Background: an optimization exercise with open tools, aiming at small area, a short achievable clock period and few clock cycles. Do not read the settings as production practice. Function was checked by simulation only, so behaviour that the tests miss may differ from the original. No activity file was given, so power comes from the tool's default toggle rates.

$ cat config.mk
export PLATFORM = sky130hd
export DESIGN_NAME = compressorTop
export DESIGN_NICKNAME = compressorTop
export VERILOG_FILES = /design/flow/design.v
export SDC_FILE = /design/flow/constraint.sdc
export NUM_CORES = 4
export LEC_CHECK = 0
export CAP_MARGIN = 20
export CORE_MARGIN = 2
export CORE_UTILIZATION = 55
export PLACE_DENSITY = 0.65
export SLEW_MARGIN = 20
$ cat constraint.sdc
create_clock -name core_clock -period 12.0 [get_ports {clock}]
set_input_delay 2.4000 -clock core_clock [delete_from_list [all_inputs] [get_ports {clock}]]
set_output_delay 2.4000 -clock core_clock [all_outputs]
set_load 0.01 [all_outputs]
$ cat design.v
module compressorTop (
  input  logic       clock,
  input  logic       arstN,
  input  logic       inValid,
  input  logic [7:0] inByte,
  input  logic       inLast,
  output logic       inReady,
  output logic       tokenValid,
  output logic       tokenIsCopy,
  output logic [7:0] tokenLiteral,
  output logic [8-1:0] tokenOffset,
  output logic [3:0] tokenLength,
  input  logic       creditReturn,
  output logic       blockDone
);
  logic       inRdy;        
  logic [8:0] accCnt;       
  logic       accEnded;     
  logic       irV;          
  logic [7:0] irB;
  logic       irLast;
  logic [7:0] hist0 [64];   
  logic [7:0] hist1 [64];
  logic [7:0] hist2 [64];
  logic [7:0] hist3 [64];
  logic [7:0] ring  [16];   
  logic [8:0] wrPtr;        
  logic       ended;        
  logic [3:0] wBk;          
  logic [7:0] wHi, wLo;     
  logic [7:0]   tPos [256];
  logic [255:0] tVal;
  logic         clrV;       
  logic [8:0] aPos;         
  logic [7:0] idxA;         
  logic [7:0] idxQ [4];     
  logic       idxOK;        
  logic       nhA;          
  logic       aHold;        
  logic       rV;
  logic [8:0] rPos;
  logic [1:0] rM;           
  logic [8:0] rPm;          
  logic       rOK;          
  logic       hitR;
  logic [7:0] cR;
  logic [5:0] rRow;         
  logic [5:0] rRow1;        
  logic [7:0] idxRr;
  logic       nhR;
  logic       fin;          
  logic       bV;
  logic [8:0] p;            
  logic [8:0] pmB;          
  logic [1:0] m;
  logic       hitB;
  logic [7:0] cB;
  logic [5:0] bRow;
  logic [7:0] idxB;
  logic       nhB;
  logic [7:0] candB [4];    
  logic [7:0] curB  [4];    
  logic [3:0] rngB;         
  logic [7:0] litB;
  logic [7:0] offB;
  logic       lastLitB;     
  logic [3:0] lastCpB;      
  logic [7:0] hB [4];       
  logic [3:0] hvB;          
  logic [3:0] nhBj;         
  logic       oV, oCopy, oLast;
  logic [7:0] oLit, oOff;
  logic [3:0] oLen;
  logic [2:0] credits;
  logic       hcR;          
  logic       tvR, bdR;     
  logic       accept, lastAcc, lim0, lim1;
  logic [8:0] lag;
  assign accept  = inValid & inRdy;
  assign lastAcc = inLast | (~fin & (accCnt == 9'd255));
  logic [8:0] rBase;
  assign rBase   = !aHold ? p : (rV ? rPm : pmB);
  assign lag     = accCnt - rBase;
  assign lim0    = (lag <= 9'd15);
  assign lim1    = (lag <= 9'd14);
  logic [3:0] eqB, mkB, mkK;
  logic [2:0] cnt;
  logic [3:0] lCur;
  logic       cont, isCopy, outFree, go, emit, last, cpEmit, litEmit;
  logic [8:0] pmJ [4];
  logic [8:0] pNext;
  always_comb begin
    for (int b = 0; b < 4; b++) begin
      eqB[b] = (curB[b] == candB[b]);
    end
    mkB = eqB & rngB;
    for (int k = 0; k < 4; k++) begin
      logic [1:0] bk;
      bk     = 2'(k) + cB[1:0];
      mkK[k] = mkB[bk];
    end
    for (int j = 0; j < 4; j++) pmJ[j] = pmB + 9'(j);
  end
  assign cnt    = !mkK[0] ? 3'd0 : !mkK[1] ? 3'd1 : !mkK[2] ? 3'd2 : !mkK[3] ? 3'd3 : 3'd4;
  assign lCur   = {m, cnt[1:0]};
  assign cont   = hitB & cnt[2];
  assign isCopy = hitB & ~cnt[2] & ((m != 2'd0) | (cnt[1:0] == 2'd3));
  assign outFree = ~oV | hcR;
  assign go      = bV & outFree & ~fin;
  assign emit    = go & ~cont;
  assign cpEmit  = emit & isCopy;
  assign litEmit = emit & ~isCopy;
  assign last    = isCopy ? lastCpB[cnt[1:0]] : lastLitB;
  assign pNext   = isCopy ? pmJ[cnt[1:0]] : (p + 9'd1);
  logic [5:0] rowb  [4];
  logic [7:0] candRd [4];
  logic [7:0] curRd  [4];
  logic [7:0] rk     [6];    
  logic [3:0] rngK, rngRd;
  logic [8:0] pmR, avR;
  logic       rMove, rFree;
  logic [3:0] k0R;
  assign k0R = {rM, 2'b00};
  assign pmR = rPm;
  assign avR = wrPtr - rPos;
  always_comb begin
    for (int b = 0; b < 4; b++) begin
      rowb[b] = (2'(b) < cR[1:0]) ? rRow1 : rRow;
    end
    for (int k = 0; k < 4; k++) begin
      rngK[k] = ({1'b0, k0R} + 5'(k) < 5'd15) & (avR > 9'(k0R + 4'(k)));
    end
    for (int k = 0; k < 6; k++) begin
      logic [3:0] a;
      a     = pmR[3:0] + 4'(k);
      rk[k] = ring[a];
    end
    for (int b = 0; b < 4; b++) begin
      logic [1:0] kb;
      kb       = 2'(b) - cR[1:0];
      curRd[b] = rk[kb];
      rngRd[b] = rngK[kb];
    end
  end
  assign candRd[0] = hist0[rowb[0]];
  assign candRd[1] = hist1[rowb[1]];
  assign candRd[2] = hist2[rowb[2]];
  assign candRd[3] = hist3[rowb[3]];
  assign rMove = rV & rOK & ~fin & (~bV | litEmit);
  assign rFree = ~rV | rMove;
  logic [9:0] wrN;
  logic       endN, okC, okA, okH;
  assign wrN  = {1'b0, wrPtr} + {9'd0, irV};
  assign endN = ended | (irV & irLast);
  assign okC  = endN | (wrN >= {1'b0, pmB} + ((m == 2'd2) ? 10'd7 : 10'd8));
  assign okA  = endN | (wrN >= {1'b0, aPos} + 10'd4);
  assign okH  = endN | (wrN >= {1'b0, rPm} + ((rM == 2'd3) ? 10'd3 : 10'd4));
  logic       fwdR, fwdB, aHit, aGo;
  logic [7:0] aC;
  logic       avl0, avl1, nh0, nh1;
  localparam logic [31:0] K = 32'haa55ff00;    
  logic [7:0] tRdQ [4];
  logic [3:0] tVlQ;
  logic [7:0] tRd;
  logic       tVl;
  always_comb begin
    for (int q = 0; q < 4; q++) begin
      logic [7:0] a;
      a       = {2'(q), 6'(idxQ[q] ^ K[q*8 +: 8])};
      tRdQ[q] = tPos[a];
      tVlQ[q] = tVal[a];
    end
  end
  assign tRd = tRdQ[idxA[7:6]];
  assign tVl = tVlQ[idxA[7:6]];
  assign fwdR = rV & ~nhR & (idxRr == idxA);
  assign fwdB = bV & ~nhB & (idxB == idxA);
  always_comb begin
    if (fwdR) begin
      aC = rPos[7:0];
    end else if (fwdB) begin
      aC = p[7:0];
    end else begin
      aC = tRd;
    end
    aHit = ~nhA & (fwdR | fwdB | tVl);
  end
  assign aGo = idxOK & ~aHold & rFree & ~fin & ~(go & cont) & ~cpEmit;
  logic [9:0] aP3;
  assign aP3  = {1'b0, aPos} + 10'd3;
  assign avl0 = ended | ({1'b0, wrPtr} >= aP3);
  assign avl1 = ended | ({1'b0, wrPtr} >  aP3);
  assign nh0  = ended & ({1'b0, wrPtr} <  aP3);
  assign nh1  = ended & ({1'b0, wrPtr} <= aP3);
  logic [8:0] aPos1;
  assign aPos1 = aPos + 9'd1;
  logic [7:0] ra [4];
  logic [7:0] ha0, ha1;
  always_comb begin
    for (int k = 0; k < 4; k++) ra[k] = ring[4'(aPos[3:0] + 4'(k))];
  end
  assign ha0 = ra[0] ^ ra[1] ^ ra[2];
  assign ha1 = ra[1] ^ ra[2] ^ ra[3];
  assign inReady      = inRdy;
  assign tokenValid   = tvR;
  assign blockDone    = bdR;
  assign tokenIsCopy  = oCopy;
  assign tokenLiteral = oLit;
  assign tokenOffset  = oOff;
  assign tokenLength  = oLen;
  logic [2:0] cSp;
  assign cSp = credits - {2'd0, tokenValid};
  logic oVN, hcN;
  assign oVN = emit | (oV & ~tokenValid);
  assign hcN = creditReturn | (cSp != 3'd0);
  always_ff @(posedge clock or negedge arstN) begin
    if (!arstN) begin
      inRdy    <= 1'b0;
      tvR      <= 1'b0;
      bdR      <= 1'b0;
      accCnt   <= '0;
      accEnded <= 1'b0;
      irV      <= 1'b0;
      wrPtr    <= '0;
      ended    <= 1'b0;
      clrV     <= 1'b1;
      fin      <= 1'b0;
      aPos     <= '0;
      idxOK    <= 1'b0;
      aHold    <= 1'b0;
      rV       <= 1'b0;
      wBk      <= '0;
      wHi      <= 8'd1;
      wLo      <= 8'd1;
      rOK      <= 1'b0;
      bV       <= 1'b0;
      p        <= '0;
      oV       <= 1'b0;
      oCopy    <= 1'b0;
      oLit     <= '0;
      oOff     <= '0;
      oLen     <= '0;
      oLast    <= 1'b0;
      credits  <= 3'(4);
      hcR      <= 1'b1;
    end else begin
      credits <= cSp + {2'd0, creditReturn};
      hcR     <= hcN;
      irV <= accept;
      if (emit && last) begin
        inRdy <= 1'b1;
      end else if (fin) begin
        inRdy <= ~(accept & lastAcc);
      end else if (accept) begin
        inRdy <= lim1 & ~lastAcc;
      end else begin
        inRdy <= lim0 & ~accEnded;
      end
      if (fin) begin
        accCnt   <= accept ? 9'd1 : 9'd0;
        accEnded <= accept & lastAcc;
      end else if (accept) begin
        accCnt <= accCnt + 9'd1;
        if (lastAcc) accEnded <= 1'b1;
      end
      begin
        logic [8:0] wn;
        wn  = fin ? 9'd0 : (wrPtr + {8'd0, irV});
        wBk <= accept ? (4'b0001 << wn[1:0]) : 4'b0000;
        wHi <= 8'b00000001 << wn[7:5];
        wLo <= 8'b00000001 << wn[4:2];
      end
      if (fin) begin
        wrPtr <= '0;
        ended <= 1'b0;
      end else if (irV) begin
        wrPtr <= wrPtr + 9'd1;
        if (irLast) ended <= 1'b1;
      end
      clrV <= fin;
      fin  <= emit & last;
      if (emit) begin
        oCopy <= isCopy;
        oLit  <= litB;
        oOff  <= offB;
        oLen  <= isCopy ? lCur : 4'd1;
        oLast <= last;
      end
      if (emit) begin
        oV <= 1'b1;
      end else if (tokenValid) begin
        oV <= 1'b0;
      end
      tvR <= oVN & hcN;
      bdR <= oVN & hcN & (emit ? last : oLast);
      if (fin) begin
        p  <= '0;
        bV <= 1'b0;
      end else begin
        if (emit) p <= pNext;
        if (rMove) begin
          bV <= 1'b1;
        end else if (emit || (go && cont)) begin
          bV <= 1'b0;
        end
      end
      if (fin || cpEmit) begin
        rV <= 1'b0;
      end else if (go && cont) begin
        rV <= 1'b1;
      end else if (aGo) begin
        rV <= 1'b1;
      end else if (rMove) begin
        rV <= 1'b0;
      end
      if (go && cont) begin
        rOK <= okC;
      end else if (aGo) begin
        rOK <= okA;
      end else begin
        rOK <= okH;
      end
      if (fin) begin
        aPos  <= '0;
        idxOK <= 1'b0;
        aHold <= 1'b0;
      end else if (cpEmit) begin
        aPos  <= pNext;
        idxOK <= hvB[cnt[1:0]];
        aHold <= 1'b0;
      end else if (go && cont) begin
        idxOK <= 1'b0;
        aHold <= 1'b1;
      end else if (aGo) begin
        aPos  <= aPos1;
        idxOK <= avl1;
      end else begin
        idxOK <= avl0 & ~aHold;
      end
    end
  end
  always_ff @(posedge clock) begin
    if (inRdy) begin
      irB    <= inByte;
      irLast <= lastAcc;
    end
    if (irV) begin
      ring[wrPtr[3:0]] <= irB;
    end
    if (cpEmit) begin
      idxA <= hB[cnt[1:0]];
      nhA  <= nhBj[cnt[1:0]];
      for (int q = 0; q < 4; q++) idxQ[q] <= hB[cnt[1:0]] ^ K[q*8 +: 8];
    end else if (aGo) begin
      idxA <= ha1;
      nhA  <= nh1;
      for (int q = 0; q < 4; q++) idxQ[q] <= ha1 ^ K[q*8 +: 8];
    end else begin
      idxA <= ha0;
      nhA  <= nh0;
      for (int q = 0; q < 4; q++) idxQ[q] <= ha0 ^ K[q*8 +: 8];
    end
    if (go && cont) begin
      rPos  <= p;
      rM    <= m + 2'd1;
      rPm   <= pmB + 9'd4;
      hitR  <= 1'b1;
      cR    <= cB;
      rRow  <= bRow + 6'd1;
      rRow1 <= bRow + 6'd2;
      idxRr <= idxB;
      nhR   <= nhB;
    end else if (aGo) begin
      rPos  <= aPos;
      rM    <= 2'd0;
      rPm   <= aPos;
      hitR  <= aHit;
      cR    <= aC;
      rRow  <= aC[7:2];
      rRow1 <= aC[7:2] + 6'd1;
      idxRr <= idxA;
      nhR   <= nhA;
    end
    if (rMove) begin
      pmB      <= pmR;
      m        <= rM;
      hitB     <= hitR;
      cB       <= cR;
      bRow     <= rRow;
      idxB     <= idxRr;
      nhB      <= nhR;
      for (int b = 0; b < 4; b++) begin
        candB[b] <= candRd[b];
        curB[b]  <= curRd[b];
      end
      rngB     <= rngRd;
      litB     <= rk[0];
      offB     <= rPos[7:0] - cR;
      lastLitB <= ended & (avR == 9'd1);
      for (int j = 0; j < 4; j++) begin
        lastCpB[j] <= ended & (avR == 9'({k0R} + 4'(j)));
        hB[j]      <= rk[j] ^ rk[j+1] ^ rk[j+2];
        hvB[j]     <= ended | ({1'b0, wrPtr} >= {1'b0, pmR} + 10'(j + 3));
        nhBj[j]    <= ended & ({1'b0, wrPtr} <  {1'b0, pmR} + 10'(j + 3));
      end
    end
  end
  always_ff @(posedge clock) begin
    for (int r = 0; r < 64; r++) begin
      if (wBk[0] && wHi[r / 8] && wLo[r % 8]) hist0[r] <= irB;
      if (wBk[1] && wHi[r / 8] && wLo[r % 8]) hist1[r] <= irB;
      if (wBk[2] && wHi[r / 8] && wLo[r % 8]) hist2[r] <= irB;
      if (wBk[3] && wHi[r / 8] && wLo[r % 8]) hist3[r] <= irB;
    end
  end
  always_ff @(posedge clock) begin
    if (bV && !nhB) tPos[idxB] <= p[7:0];
  end
  always_ff @(posedge clock) begin
    if (clrV) begin
      tVal <= '0;
    end else if (bV && !nhB) begin
      tVal[idxB] <= 1'b1;
    end
  end
endmodule
$ cat flow/run.sh
#!/bin/bash
# Standard synthesis and layout; only the setup repair margin differs from the
# standard flow, so repair_timing keeps improving paths below the 12 ns target.
set -euo pipefail
bash standard.sh synth > synth.log 2>&1
bash standard.sh SETUP_SLACK_MARGIN=8 finish > layout.log 2>&1
$ cat standard.sh
#!/bin/bash
# synth_recipe.tcl (not shown) runs the flow's synth.tcl, then flattens the netlist and writes it again
# the make line also repeats each setting of config.mk as NAME=value (left out here)
make -C /OpenROAD-flow-scripts/flow DESIGN_CONFIG=/design/flow/config.mk WORK_HOME=/design/flow/orfs CLKGATE_MAP_FILE= SYNTH_SCRIPT=/design/flow/synth_recipe.tcl "${@:-finish}"
==> metrics.yaml, run 1 <==
timing:
  finalCritPeriodShare: 0.356
  slew_violations: 0
  slew_headroom: 0.160
  fin_crit_ns: 4.27
  hold_violations: 0
  rsz0062_at_grt: "true"
  fmax_mhz: 234
  fin_setup_tns_ns: 0
  finalSetupViolations: 0
  finalClockSkew_ns: 0.0775
  worstMarginPinSlew_ns: 1.25
drt:
  drc: 0
  wl_per_cell_um: 39.4
  antenna_left: 0
  wl_um: 669000
  first_pass_iters: 9
  dr.first_iter.drc_count: 21200
  vias_per_cell: 7.20
  vias: 122000
power_and_ir_drop:
  power.density_nw_per_um2: 256
  ir_drop_mv: 0.301
  leakage_uw: 0.0742
setup_path:
  path_common_cell: "nand2_1"
  cp_slowest_cell: "nor2_1"
  cp_max_fo: 8
  reg2regPathDepth: 8
  crit_buf_inv: 0
  critPathMaxStageDelay_ns: 0.97
  critPathRequiredTime_ns: 12.77
  cp-start-kind: "flip-flop"
  reg2reg_slack_ns: 7.73
  critPathKind: "flip-flop to flip-flop"
  r2r_end: "candB[2][3]"
  critPathTopFamily: "simple AND/OR/NAND/NOR gates"
  r2r-start: "rRow1[2]"
  crit_arrival_ns: 5.05
  worstPathCellList: "nor2b_1 -> nand2_1 -> o21ai_1 -> nand2_1 -> nor2_1 -> a221oi_1 -> nand4_1 -> o41a_1"
  worstSetupEndpointType: "flip-flop"
die:
  fp-row-count: 220
  ioPinCount: 37
  die_area_um2: 365000
  core_um2: 359000
  start_util: 0.552
  die_y_um: 604
  die_x_um: 604
cts:
  cts_tree: "yes"
  clk_latency_ns: 1.02
  clk_pin_slew_ns: 0.06
  cts_buffer_depth: 4
  cts-buffers-inserted: 474
  htreeDepth: 5
  cts-root-buf: "clkbuf_16"
  clock-sinks: 4818
global_routing:
  grt_pass1_wl_um: 921000
  grt-ovfl-total: 0
  grt_pass1_vias: 117000
  grt_max_degree: 242
  grtUsageTotal: 0.361
  antenna_found_initial: 48
logic_synthesis:
  syn-num-nets: 11500
  yosys.area_share.simple: 0.0576
  synth.most_common_cell: "edfxtp_1"
  ys_ff_latch: 4818
  synth.cell_area_um2: 198000
  yosys.area.top_type: "edfxtp_1"
  synth_fa_ha_area_frac: 0.0103
  yosysSeqAreaShare: 0.713
  syn_inst: 11300
  synth_edf_count: 4446
  synthFlopType: "edfxtp_1"
  yosysUniqueCellTypes: 100
  synth_compound_area_frac: 0.0709
  synth.area.top_cells: "edfxtp_1 (67%), mux4_2 (11%), dfxtp_1 (2.8%)"
  synth.mux.area_fraction: 0.121
  synth_common_cells: "edfxtp_1 (4446), mux4_2 (972), nor2_1 (969)"
  yosysWarnings: 16
  synthXorXnorAreaFrac: 0.0108
  netlist.area_leader.share: 0.673
  syn_area_per_cell_um2: 17.5
  synth_top_family_by_area: "multiplexers"
  async_flop_share: 0.0199
outcome:
  status: "finished clean"
layout:
  fin_nets: 12000
  layout-drive-gt1-share: 0.215
  final_util: 0.628
  area_growth_pct: 13.6
placement:
  io_buffer_count: 36
  routabilityCongestion: 1.01
  dp_hpwl_um: 413000
worst_hold_path:
  hold_class: "flip-flop to flip-flop"
  min_to: "hitB"
  whs_path_depth: 0
  min_from: "hitR"
job:
  max_cap_violations: 0
-- flip-flops by register name, summed over array words and instances, names as in the netlist, 128 cells and up, named ones only --
| signal | flops |
|---|---|
| hist0 | 512 |
| tVal | 256 |
| hist1 | 512 |
| ring | 128 |
| tPos | 2048 |
| hist3 | 512 |
| hist2 | 512 |
-- report_power, final --
| part | switching, uW | internal [uW] |
|---|---|---|
| clock | 6490 | 8580 |
| combinational | 13000 | 8160 |
| sequential | 1010 | 20400 |
| total | 20500 | 37100 |
-- layout make-up --
class	count	area, um^2
sequential	4818	142000
clock buffer	589	12500
multi-input combinational	5821	55300
tap	4773	5970
antenna	18	45.0
inverter	100	383
fill	25100	134000
timing repair buffer	587	6410
clock inverter	293	3100
-- through the flow --
| step | power [uW] | cell area [um^2] | setup WS, ns | std cells | hold WS, ns |
|---|---|---|---|---|---|
| floorplan | 32900 | 198000 | 5.58 | 11300 | 0.350 |
| global placement | 39800 | 205000 | 5.95 | 15900 | 0.420 |
| detailed placement | 40100 | 205000 | 5.99 | 15900 | 0.415 |
| CTS | 56600 | 224000 | 7.80 | 16900 | 0.427 |
| global route | 59000 | 225000 | 7.84 | 17000 | 0.436 |
| finish | 57700 | 225000 | 7.73 | 17000 | 0.430 |
-- per-layer routing --
layer,vias to the layer above,routed length [um],GRT usage
met1,62900,238000,0.495
met3,1896,88600,0.0916
li1,47700,-,-
met5,-,184,0
met2,9921,299000,0.539
met4,24,43200,0.189
-- worst max-delay path by stage --
| stage | startpoint | end | slack, ns | depth (start not counted) |
|---|---|---|---|---|
| after CTS | idxQ[3][4] | rRow1[4] | 7.80 | 12 |
| after global routing | idxB[3] | rRow1[4] | 7.84 | 11 |
| after global placement | idxQ[3][1] | rRow1[5] | 5.95 | 12 |
| after floorplan | candB[2][6] | rV | 5.58 | 10 |
| final | rRow1[2] | candB[2][3] | 7.73 | 8 |
| after detailed placement | idxQ[3][0] | rRow1[4] | 5.99 | 13 |
-- kinds of logic (layout without fill, tap and decap cells) --
group                      count (synthesis)  after routing
DFF                                     4818           4818
buffers and inverters                    695           1569
other                                      0             18
xor gates and xnor gates                 245            245
and+or+nand+nor                         2379           2379
adders and majority gates                159            159
muxes                                   1140           1140
AOI/OAI and AO/OA                       1897           1898
-- worst reg2reg max path: stages (launching register included) --
cell	delay (ns)
edfxtp_1	0.62
nor2b_1	0.60
nand2_1	0.12
o21ai_1	0.35
nand2_1	0.27
nor2_1	0.97
a221oi_1	0.42
nand4_1	0.30
o41a_1	0.43
-- timing repair --
action,CTS,global route
hold buffers,0,0
cloned,25,6
setup endpoints to repair,531,572
pin swaps,27,29
buffers inserted,94,49
gates resized for setup,418,126
-- cell usage in the layout (no fill, tap or decap), types with 98 or more instances in the layout --
master / Yosys / final
nand4_1: 194 / 194
clkbuf_1: 348 / 98
a22oi_1: 471 / 460
edfxtp_1: 4446 / 4446
dfxtp_1: 276 / 262
a21oi_1: 388 / 377
nor2_1: 969 / 896
and3_1: 279 / 279
mux4_2: 972 / 972
clkbuf_16: 0 / 485
nand3_1: 159 / 154
clkinv_1: 0 / 112
mux2i_1: 109 / 100
buf_4: 35 / 415
xnor2_1: 176 / 167
nand2_1: 352 / 343
ha_1: 153 / 146
a221oi_1: 315 / 290
a22o_1: 323 / 320
Testbench counts, summed over its fixed seeds: cycles 23,904.
==> inputs of run 2 (changes only) <==
--- a/design.v
+++ b/design.v
@@ -20,2 +20,3 @@
   logic [7:0] irB;
+  logic [7:0] irBn;         
   logic       irLast;
@@ -53,2 +54,3 @@
   logic [8:0] p;            
+  logic [7:0] pN;           
   logic [8:0] pmB;          
@@ -146,4 +148,4 @@
   assign candRd[1] = hist1[rowb[1]];
-  assign candRd[2] = hist2[rowb[2]];
-  assign candRd[3] = hist3[rowb[3]];
+  assign candRd[2] = ~hist2[rowb[2]];
+  assign candRd[3] = ~hist3[rowb[3]];
   assign rMove = rV & rOK & ~fin & (~bV | litEmit);
@@ -169,3 +171,3 @@
       a       = {2'(q), 6'(idxQ[q] ^ K[q*8 +: 8])};
-      tRdQ[q] = tPos[a];
+      tRdQ[q] = (q >= 2) ? ~tPos[a] : tPos[a];
       tVlQ[q] = tVal[a];
@@ -237,2 +239,3 @@
       p        <= '0;
+      pN       <= 8'hff;
       oV       <= 1'b0;
@@ -297,5 +300,9 @@
         p  <= '0;
+        pN <= 8'hff;
         bV <= 1'b0;
       end else begin
-        if (emit) p <= pNext;
+        if (emit) begin
+          p  <= pNext;
+          pN <= ~pNext[7:0];
+        end
         if (rMove) begin
@@ -344,2 +351,3 @@
       irB    <= inByte;
+      irBn   <= ~inByte;
       irLast <= lastAcc;
@@ -411,4 +419,4 @@
       if (wBk[1] && wHi[r / 8] && wLo[r % 8]) hist1[r] <= irB;
-      if (wBk[2] && wHi[r / 8] && wLo[r % 8]) hist2[r] <= irB;
-      if (wBk[3] && wHi[r / 8] && wLo[r % 8]) hist3[r] <= irB;
+      if (wBk[2] && wHi[r / 8] && wLo[r % 8]) hist2[r] <= irBn;
+      if (wBk[3] && wHi[r / 8] && wLo[r % 8]) hist3[r] <= irBn;
     end
@@ -416,3 +424,3 @@
   always_ff @(posedge clock) begin
-    if (bV && !nhB) tPos[idxB] <= p[7:0];
+    if (bV && !nhB) tPos[idxB] <= idxB[7] ? pN : p[7:0];
   end
--- a/config.mk
+++ b/config.mk
@@ -9,4 +9,3 @@
 export CORE_MARGIN = 2
-export CORE_UTILIZATION = 55
-export PLACE_DENSITY = 0.65
+export CORE_UTILIZATION = 50
 export SLEW_MARGIN = 20
==> run 2 against run 1 <==
Against the previous run: still clean on timing, DRC and antenna; register-to-register slack improved by 0.13 ns; sequential power barely moved; sequential share of layout area fell by 0.66 points; critical path depth rose by 7; area after synthesis rose by 0.44%; core utilization fell by 5.1 points; cell count rose by 4.1%; clock skew rose by 0.059 ns; flip-flop and latch count rose by 16; cell area rose by 1.4%; worst setup slack improved by 0.13 ns; largest cell class unchanged; highest routed layer unchanged.
==> metrics.yaml, run 2 <==
global_routing:
  antenna_found_initial: 28  # -42%
  grt_pass1_vias: 118000  # +0.52%
  grt-ovfl-total: 0  # unchanged
  grt_pass1_wl_um: 955000  # +3.7%
  grtUsageTotal: 0.338  # -0.0227
  grt_max_degree: 170  # -30%
timing:
  finalClockSkew_ns: 0.137  # +0.0594 ns
  worstMarginPinSlew_ns: 1.24  # -0.0171 ns
  hold_violations: 0  # unchanged
  rsz0062_at_grt: "true"
  slew_headroom: 0.172  # +0.0117
  fin_crit_ns: 4.14  # -0.130 ns
  finalSetupViolations: 0  # unchanged
  holdWs_ns: 0.424  # -0.00637 ns
  finalCritPeriodShare: 0.345  # -0.0109
  fmax_mhz: 241  # +3.1%
  finalWorstSetupSlack_ns: 7.86  # +0.130 ns
  slew_violations: 0  # unchanged
  fin_setup_tns_ns: 0  # unchanged
power_and_ir_drop:
  power.density_nw_per_um2: 262  # +2.3%
  swShare: 0.364  # +0.00790
  ir_drop_mv: 0.256  # -15%
  seq_power_share: 0.362  # -0.009
  power_switching_uw: 21800  # +6.0%
  p_total_uw: 59800  # +3.7%
  leakage_uw: 0.0756  # +1.9%
  combPwrFrac: 0.381  # +0.014
  internal-power_uw: 38000  # +2.4%
  power_frac_clock: 0.256  # -0.005
placement:
  routabilityCongestion: 1.01  # -0.70%
  io_buffer_count: 36  # unchanged
  dp_hpwl_um: 437000  # +5.8%
  placed_cells: 16500  # +3.7%
  dp_slack_ns: 5.66  # -0.331 ns
setup_path:
  worstSetupEndpointType: "flip-flop"
  critPathKind: "flip-flop to flip-flop"
  cp_max_fo: 7  # -1
  cp-start-kind: "flip-flop"
  crit_arrival_ns: 4.88  # -0.17 ns
  reg2regPathDepth: 15  # +7
  critPathRequiredTime_ns: 12.73  # -0.04 ns
die:
  fp-row-count: 231  # +5.0%
  die_area_um2: 403000  # +10%
  core_um2: 396000  # +10%
  start_util: 0.503  # -0.0498
  ioPinCount: 37  # unchanged
  die_y_um: 635  # +5.1%
  die_x_um: 635  # +5.1%
logic_synthesis:
  yosysUniqueCellTypes: 88  # -12%
  syn_inst: 11600  # +2.0%
  yosysSeqAreaShare: 0.713  # -0.000845
  syn-num-nets: 11700  # +2.0%
  synth.area.top_cells: "edfxtp_1 (67%), mux4_2 (11%), dfxtp_1 (2.8%)"
  synthXorXnorAreaFrac: 0.0109  # +0.0000408
  netlist.area_leader.share: 0.672  # -0.00173
  ys_ff_latch: 4834  # +0.33%
  yosys.area_share.simple: 0.0575  # -0.000131
  synth_compound_area_frac: 0.0700  # -0.000918
  synth.most_common_cell: "edfxtp_1"
  yosys.area.top_type: "edfxtp_1"
  synth_fa_ha_area_frac: 0.0102  # -0.0000447
  synthFlopType: "edfxtp_1"
  synth.mux.area_fraction: 0.121  # +0.000549
  synth.cell_area_um2: 199000  # +0.44%
  synth_top_family_by_area: "multiplexers"
  synth_common_cells: "edfxtp_1 (4454), mux4_2 (968), nor2_1 (870)"
  synth_edf_count: 4454  # +0.18%
  syn_area_per_cell_um2: 17.2  # -1.6%
  yosysWarnings: 16  # unchanged
  async_flop_share: 0.0215  # +0.00159
drt:
  vias: 123000  # +0.12%
  antenna_left: 0  # unchanged
  wl_um: 699000  # +4.5%
  drc: 0  # unchanged
  vias_per_cell: 6.93  # -3.8%
  wl_per_cell_um: 39.5  # +0.38%
  first_pass_iters: 10  # +1
  dr.first_iter.drc_count: 20100  # -5.5%
job:
  max_cap_violations: 0  # unchanged
cts:
  clk_latency_ns: 1.04  # +0.02 ns
  cts-buffers-inserted: 482  # +1.7%
  cts.hold.buffers_added: 0  # unchanged
  cts-root-buf: "clkbuf_16"
  clk_pin_slew_ns: 0.06  # about the same
  cts_tree: "yes"
  htreeDepth: 5  # unchanged
  cts_buffer_depth: 4  # unchanged
  clock-sinks: 4834  # +0.33%
layout:
  largest_reg_flops: 2048  # unchanged
  layout-drive-gt1-share: 0.228  # +0.0130
  final_common_cell: "edfxtp_1"
  mostFrequentLayoutCells: "edfxtp_1 (4454), mux4_2 (968), nor2_1 (791)"
  area_growth_pct: 14.7
  top_register: "tPos"
  fin_nets: 12200  # +1.7%
  stdcell_count: 17700  # +4.1%
worst_hold_path:
  hold_class: "flip-flop to flip-flop"
  whs_path_depth: 2  # +2
outcome:
  status: "finished clean"
[run 2: worst max-delay path, cell delays in order, from the launching register on]
cell      delay, ns
dfxtp_4        0.37
buf_12         0.12
buf_12         0.11
buf_16         0.14
buf_6          0.20
buf_4          0.14
mux4_2         0.50
mux4_2         0.52
a31oi_1        0.33
a22o_2         0.30
o211ai_1       0.18
o21ai_2        0.21
nand3_1        0.19
nand3b_1       0.21
xor2_1         0.21
a21oi_1        0.09
[run 2: repair_timing]
item / 4_1_cts / 5_1_grt
hold endpoints to repair: 0 / 0
resized for setup: 485 / 237
buffers inserted: 115 / 100
cloned: 33 / 8
endpoints found under the setup margin: 449 / 321
pin swaps: 34 / 82
[run 2: logic make-up (layout without fill, tap and decap cells)]
family,Yosys count,count (layout)
other,0,27
AOI/OAI and AO/OA,1919,1921
and+or+nand+nor,2380,2382
muxes,1196,1196
DFF,4834,4834
adders and majority gates,159,159
buffers and inverters,830,1681
xor gates and xnor gates,247,247
[run 2: layout make-up]
cell class / instances / area (um^2)
fill: 29600 / 168000
sequential: 4834 / 142000
multi-input combinational: 5905 / 56200
clock buffer: 597 / 12900
timing repair buffer: 650 / 7060
tap: 5242 / 6560
clock inverter: 298 / 3050
inverter: 136 / 538
antenna: 27 / 67.6
[run 2: power groups by stage]
stage          Clock (uW)  Sequential (uW)  Combinational, uW
6_report            15300            21700              22800
5_1_grt             16000            21700              23600
4_1_cts             15400            21700              21700
3_5_place_dp            0            22200              19400
3_3_place_gp            0            22200              19200
2_1_floorplan           0            21700              11900
[run 2: worst paths after layout]
kind,start,endpoint,slack (ns)
min in group asynchronous,arstN,oLit[0],1.38
max reg2reg,idxQ[2][0],rRow1[5],7.86
min,offB[4],oOff[4],0.42
max,idxQ[2][0],rRow1[5],7.86
max in group asynchronous,arstN,tvR,9.36
min reg2reg,offB[4],oOff[4],0.42
[run 2: layer usage]
layer,vias to the layer above,wire length [um],global-route usage
li1,48200,-,-
met1,63900,258000,0.457
met2,8818,320000,0.522
met3,1703,80400,0.0805
met4,18,39900,0.159
met5,-,108,0
[run 2: through the flow]
stage / util / cell area [um^2]
2_1_floorplan: - / 199000
3_3_place_gp: 0.520 / 206000
3_5_place_dp: 0.521 / 206000
4_1_cts: 0.570 / 226000
5_1_grt: 0.576 / 228000
6_report: 0.576 / 228000
Testbench counts of run 2, summed over its fixed seeds: cycles 23,904.
==> inputs of run 3 (changes only) <==
--- a/config.mk
+++ b/config.mk
@@ -9,3 +9,3 @@
 export CORE_MARGIN = 2
-export CORE_UTILIZATION = 50
+export CORE_UTILIZATION = 40
 export SLEW_MARGIN = 20
==> run 3 against run 2 <==
Against the previous run: cell count increased by 7.8%; first-iteration DRC count decreased by 3.7%; via count decreased by 0.35%; clock power increased by 3%; critical endpoint unchanged; worst setup slack got worse by 0.095 ns; sequential power about the same; clock skew decreased by 0.090 ns; maximum frequency decreased by 2.2%; combinational power about the same; power increased by 1.1%.
==> metrics.yaml, run 3 <==
outcome:
  status: "finished clean"
logic_synthesis:
  ys_ff_latch: 4834  # unchanged
  synth_compound_area_frac: 0.0700  # unchanged
  async_flop_share: 0.0215  # unchanged
  yosysSeqAreaShare: 0.713  # unchanged
  synth_top_family_by_area: "multiplexers"
  netlist.area_leader.share: 0.672  # unchanged
  synth.mux.area_fraction: 0.121  # unchanged
  synth.most_common_cell: "edfxtp_1"
  syn_area_per_cell_um2: 17.2  # unchanged
  yosys.area_share.simple: 0.0575  # unchanged
  synthXorXnorAreaFrac: 0.0109  # unchanged
  synth_edf_count: 4454  # unchanged
  yosysUniqueCellTypes: 88  # unchanged
  synth.area.top_cells: "edfxtp_1 (67%), mux4_2 (11%), dfxtp_1 (2.8%)"
  synth_fa_ha_area_frac: 0.0102  # unchanged
  synth_common_cells: "edfxtp_1 (4454), mux4_2 (968), nor2_1 (870)"
  syn-num-nets: 11700  # unchanged
  synth.cell_area_um2: 199000  # unchanged
  syn_inst: 11600  # unchanged
  synthFlopType: "edfxtp_1"
  yosysWarnings: 16  # unchanged
  yosys.area.top_type: "edfxtp_1"
timing:
  rsz0062_at_grt: "true"
  fmax_mhz: 236  # -2.2%
  slew_violations: 0  # unchanged
  holdWs_ns: 0.439  # +0.0154 ns
  worstMarginPinSlew_ns: 1.23  # -0.00778 ns
  hold_violations: 0  # unchanged
  fin_crit_ns: 4.24  # +0.0949 ns
  finalClockSkew_ns: 0.0464  # -0.0905 ns
  finalCritPeriodShare: 0.353  # +0.00791
  finalSetupViolations: 0  # unchanged
  fin_setup_tns_ns: 0  # unchanged
  slew_headroom: 0.177  # +0.00495
power_and_ir_drop:
  leakage_uw: 0.0755  # -0.20%
  combPwrFrac: 0.380  # about the same
  p_total_uw: 60400  # +1.1%
  ir_drop_mv: 0.214  # -16%
  power_frac_clock: 0.260  # +0.004
  power.density_nw_per_um2: 262  # +0.23%
  seq_power_share: 0.360  # -0.002
  swShare: 0.364  # +0.000565
  internal-power_uw: 38400  # +0.97%
  power_switching_uw: 22000  # +1.2%
setup_path:
  critPathRequiredTime_ns: 12.79  # +0.06 ns
  cp-start-kind: "flip-flop"
  r2r_end: "rRow1[5]"
  cp.depth: 10  # -5
  cp_slowest_cell: "nor2b_1"
  crit_end: "rRow1[5]"
  reg2reg_slack_ns: 7.76  # -0.09 ns
  critPathTopFamily: "compound AO/OA/AOI/OAI gates"
  cp_max_fo: 35  # +28
  worstPathCellList: "buf_8 -> nor2b_1 -> a22oi_1 -> o31ai_1 -> a31oi_2 -> and4_1 -> a221o_2 -> nand3b_1 -> xor2_1 -> a21oi_1"
  cp-startpoint: "idxQ[3][4]"
  worstSetupEndpointType: "flip-flop"
  reg2regPathDepth: 10  # -5
  critPathKind: "flip-flop to flip-flop"
  r2r-start: "idxQ[3][4]"
  crit_buf_inv: 1  # -4
  crit_arrival_ns: 5.03  # +0.15 ns
  critPathMaxStageDelay_ns: 0.85  # +0.33 ns
layout:
  largest_reg_flops: 2048  # unchanged
  area_growth_pct: 15.6
  layout-drive-gt1-share: 0.230  # +0.00267
  final_common_cell: "edfxtp_1"
  fillers: 41700  # +41%
  fin_nets: 12100  # -0.34%
  multiInputGateArea_um2: 56400  # +0.34%
  mostFrequentLayoutCells: "edfxtp_1 (4454), mux4_2 (968), nor2_1 (804)"
  final-seq-area_um2: 142000  # about the same
  top_register: "tPos"
drt:
  first_pass_iters: 13  # +3
  dr.first_iter.drc_count: 19300  # -3.7%
  wl_per_cell_um: 37.1  # -6.2%
  drc: 0  # unchanged
  vias_per_cell: 6.41  # -7.5%
  wl_um: 707000  # +1.1%
  vias: 122000  # -0.35%
  antenna_left: 0  # unchanged
global_routing:
  grtUsageTotal: 0.273  # -0.0657
  grt_pass1_wl_um: 963000  # +0.82%
  grt_max_degree: 170  # unchanged
  grt-ovfl-total: 0  # unchanged
  grt_pass1_vias: 117000  # -0.26%
  antenna_found_initial: 32  # +14%
cts:
  clk_latency_ns: 1.08  # +0.04 ns
  cts-root-buf: "clkbuf_16"
  cts_buffer_depth: 4  # unchanged
  clock-sinks: 4834  # unchanged
  htreeDepth: 5  # unchanged
  cts_tree: "yes"
  clk_pin_slew_ns: 0.06  # about the same
  cts-buffers-inserted: 480  # -0.41%
worst_hold_path:
  hold_class: "flip-flop to flip-flop"
die:
  die_y_um: 710  # +12%
  core_um2: 497000  # +25%
  die_x_um: 710  # +12%
  fp-row-count: 259  # +12%
  start_util: 0.401  # -0.102
  ioPinCount: 37  # unchanged
  die_area_um2: 503000  # +25%
job:
  max_cap_violations: 0  # unchanged
placement:
  routabilityCongestion: 0.950  # -5.6%
  io_buffer_count: 36  # unchanged
  dp_hpwl_um: 436000  # -0.20%
==> run 3: cell count changes in the layout (fill, tap and decap cells not counted), sizes merged <==
cell	delta
clkinvlp	-1
diode	-11
inv	+7
clkinv	+1
clkdlybuf4s50	-1
buf	-41
bufinv	+12
dlymetal6s2s	+1
clkbuf	-9
==> run 3: worst min path at each step <==
stage	startpoint	to	slack (ns)	cells after the start
3_3_place_gp	offB[0]	oOff[0]	0.42	2
6_report	offB[2]	oOff[2]	0.44	2
2_1_floorplan	fin	clrV	0.35	0
3_5_place_dp	offB[2]	oOff[2]	0.42	2
5_1_grt	nhR	nhB	0.45	0
4_1_cts	offB[2]	oOff[2]	0.44	2
==> run 3: layout make-up <==
| class | count | share of cell area |
|---|---|---|
| clock inverter | 317 | 0.0154 |
| sequential | 4834 | 0.617 |
| timing repair buffer | 610 | 0.0290 |
| tap | 6655 | 0.0362 |
| multi-input combinational | 5905 | 0.245 |
| inverter | 136 | 0.00235 |
| clock buffer | 587 | 0.0553 |
| antenna | 16 | 0.000174 |
==> run 3: timing repair <==
item / CTS / global route
hold buffers: 0 / 0
setup buffers: 97 / 83
pin swaps: 42 / 57
setup endpoints to repair: 696 / 359
gates cloned: 35 / 9
gates resized for setup: 567 / 188
==> run 3: metal layers <==
layer | global-route usage | wire length [um] | part of all wire
met1 | 0.366 | 267000 | 0.38
met2 | 0.428 | 326000 | 0.46
met3 | 0.0588 | 75500 | 0.11
met4 | 0.120 | 37500 | 0.053
met5 | 0 | 130 | 0.00018
==> run 3: power groups by stage <==
stage          Sequential, uW  Clock, uW  Combinational, uW
6_report                21800      15700              23000
3_3_place_gp            22300          0              19200
4_1_cts                 21800      15800              21900
3_5_place_dp            22300          0              19500
2_1_floorplan           21700          0              11900
5_1_grt                 21800      16400              23700
==> run 3: tightest hold or removal path, stage by stage (launching register included) <==
cell      delay (ns)
edfxtp_1        0.32
nand2_1         0.04
nand2_1         0.05
==> run 3: cells by family after synthesis <==
group	after synthesis
flip-flops	4834
AND/OR/NAND/NOR	2380
AO/OA/AOI/OAI	1919
multiplexers	1196
buffers and inverters	830
XOR/XNOR	247
adder cells (fa/ha/maj)	159
==> run 3: through the flow <==
step / instances / util / setup slack (ns) / area, um^2
after floorplan: 11600 / - / 8.02 / 199000
after global placement: 17900 / 0.418 / 5.70 / 208000
after detailed placement: 17900 / 0.419 / 5.91 / 208000
after CTS: 18900 / 0.460 / 7.70 / 228000
after global routing: 19000 / 0.463 / 7.74 / 230000
final: 19100 / 0.463 / 7.76 / 230000

==> separate check: timing with driven ports <==
Ports are ideal in the flow. The routed layouts listed here were re-timed in OpenROAD.
Step 1 (the two cells are an assumption about what drives the block):
set clk [get_ports {clock}]
set_driving_cell -lib_cell sky130_fd_sc_hd__clkbuf_16 $clk
set_driving_cell -lib_cell sky130_fd_sc_hd__buf_2 [delete_from_list [all_inputs] $clk]
Step 2 also shifts input and output timing later by t, the mid clock arrival at the registers, as if the neighbouring blocks saw the same clock.
Three values: ideal ports, drivers, drivers and shift; two values: the first two.
run	t (ns)	setup slack, ns	worst setup path at the end	worst slew at a driven data input, ns
run 1	1.107	7.728 / 7.728 / 7.335	input to register	0.11
run 2	1.087	7.859 / 7.764 / 7.299	input to register	0.23
run 3	1.154	7.764 / 7.659 / 7.427	input to register	0.11
After both steps setup and hold are still met in every run listed. The setup slack of run 2, which loses most, moves by -0.095 ns with the drivers and by -0.560 ns with both steps.
